Background: an optimization exercise with open tools, aiming at a short achievable clock period and few clock cycles per item. Do not read the settings as production practice. At most, simulation tests tie the RTL to the original design; equivalence was not proved.

lane 1:
## avc_sps_header_parser
module avc_sps_header_parser
(
    input  logic          clk,
    input  logic          rst_n,
    input  logic          in_valid,
    output logic          in_ready,
    input  logic [7:0]    in_data_byte,
    input  logic          in_last_byte,
    output logic          out_valid,
    input  logic          out_ready,
    output logic [2:0]    out_status,
    output logic [7:0]    out_profile,
    output logic [7:0]    out_compat,
    output logic [7:0]    out_level,
    output logic [2:0]    out_nal_length_size,
    output logic [7:0]    out_ref_frames,
    output logic [15:0]   out_pixel_width,
    output logic [15:0]   out_pixel_height
);
    logic [8:0]  iq0, iq1;
    logic        iq_wp, iq_rp;
    logic [1:0]  iq_cnt, iq_cnt_next;
    logic        in_ready_r;
    logic        push, pop;
    logic [8:0]  head;
    logic        head_v, hd_last;
    logic [7:0]  hd;
    assign in_ready = in_ready_r;
    assign push     = in_valid && (iq_cnt != 2'd2);
    assign head     = iq_rp ? iq1 : iq0;
    assign head_v   = (iq_cnt != 2'd0);
    assign hd       = head[7:0];
    assign hd_last  = head[8];
    assign iq_cnt_next = iq_cnt + {1'b0, push} - {1'b0, pop};
    always_ff @(posedge clk)
    begin
        if (push && !iq_wp)
            iq0 <= {in_last_byte, in_data_byte};
        if (push && iq_wp)
            iq1 <= {in_last_byte, in_data_byte};
    end
    always_ff @(posedge clk or negedge rst_n)
    begin
        if (!rst_n)
        begin
            iq_wp  <= 1'b0;
            iq_rp  <= 1'b0;
            iq_cnt <= 2'd0;
        end
        else
        begin
            iq_wp  <= iq_wp ^ push;
            iq_rp  <= iq_rp ^ pop;
            iq_cnt <= iq_cnt_next;
        end
    end
    always_ff @(posedge clk)
        in_ready_r <= (iq_cnt_next != 2'd2);
    logic [3:0]  hidx;                  
    logic [7:0]  prof_r, compat_r, level_r;
    logic [2:0]  nal_r;
    logic        pdone;                 
    logic        res_ready;             
    logic        rec_end;               
  ...
Size in the first run: about 5000 cells after synthesis, about 1100 flip-flops, about 85 I/O pins, about 55000 µm² of cells after synthesis.
Settings: LEC_CHECK=0, CAP_MARGIN=80, CORE_MARGIN=2, CORE_UTILIZATION=35, SLEW_MARGIN=80; clock period 20.0 ns.
standard.sh (not shown) runs the stock make flow with config.mk's settings and CLKGATE_MAP_FILE= SYNTH_SCRIPT=/design/flow/synth_recipe.tcl, a recipe that flattens the netlist after the stock synthesis.
==> flow/flow/run.sh <==
#!/bin/bash
set -euo pipefail
bash standard.sh SETUP_SLACK_MARGIN=15.8 finish > flow_make.log 2>&1
Testbench counts of lane 1, summed over its fixed seeds: cycles 13,848, items 384.
#### Input delta (lane 2 over lane 1)
--- a/flow/design.v
+++ b/flow/design.v
@@ -736,22 +736,18 @@
             end
             else
                 out_valid_r <= ob_v || emit;
             if (ob_v)
                 ob_v <= out_valid_r;
             else
                 ob_v <= emit && out_valid_r;
         end
     end
-    logic out_valid_q, out_valid_n;
-    assign out_valid_n = out_valid_r ? !out_ready : (ob_v || emit);
-    always_ff @(posedge clk)
-        out_valid_q <= out_valid_n;
     always_comb
     begin
         on_status = ~oa_status;
         on_prof   = ~oa_prof;
         on_compat = ~oa_compat;
         on_level  = ~oa_level;
         on_nal    = ~oa_nal;
         on_ref    = ~oa_ref;
         on_w      = ~oa_w;
@@ -809,19 +805,19 @@
             ob_prof   <= e_prof;
             ob_compat <= e_compat;
             ob_level  <= e_level;
             ob_nal    <= e_nal;
             ob_ref    <= ref_o;
             ob_w      <= wid_o;
             ob_h      <= hei_o;
         end
     end
-    assign out_valid           = out_valid_q;
+    assign out_valid           = out_valid_r;
     assign out_status          = oq_status;
     assign out_profile         = oq_prof;
     assign out_compat          = oq_compat;
     assign out_level           = oq_level;
     assign out_nal_length_size = oq_nal;
     assign out_ref_frames      = oq_ref;
     assign out_pixel_width     = oq_w;
     assign out_pixel_height    = oq_h;
 endmodule
Notes after the runs:
Lane 1 → lane 2: post-route fraction of the period consumed by the critical path went up by 0.78 points; via count decreased 904; area of the core down 2000 µm²; critical path data arrival time increased 150 ps.
Looking at routed wire length, lane 2 sits about 1.5% lower than lane 1 does.
Compared with lane 1, in lane 2 horizontal extent of the die has decreased, fraction of synthesized cell area in xor and xnor cells rose by 0.16 points.
For lane 2, only the layout was checked, not whether the RTL still works.

-- port drivers added, routing unchanged --
How much do the figures lean on ideal ports? The routed layouts below were timed once more, with nothing changed but the port constraints. Step 1: set_driving_cell puts a clkbuf_16 on clk and a buf_2 on each other input, an assumption about the parent block. Step 2 times the ports against the registers' clock, not the clock port: input delays grow and output delays shrink by t, the midpoint of the rising clock arrivals with the driver on. a / b / c = ideal / step 1 / step 2; a / b = the first two.
run | t (ns) | slack for setup (ns) | hold WS [ns] | slew at the worst register clock pin (ns) | worst data-port slew with drivers (ns)
lane 1 | 0.795 | 14.804 / 14.729 / 14.922 | 0.417 / 0.417 / 0.417 | 0.07 / 0.07 | 0.06
lane 2 | 0.796 | 14.648 / 14.566 / 14.943 | 0.394 / 0.394 / 0.394 | 0.07 / 0.07 | 0.05
After both steps every run listed still meets setup and hold.
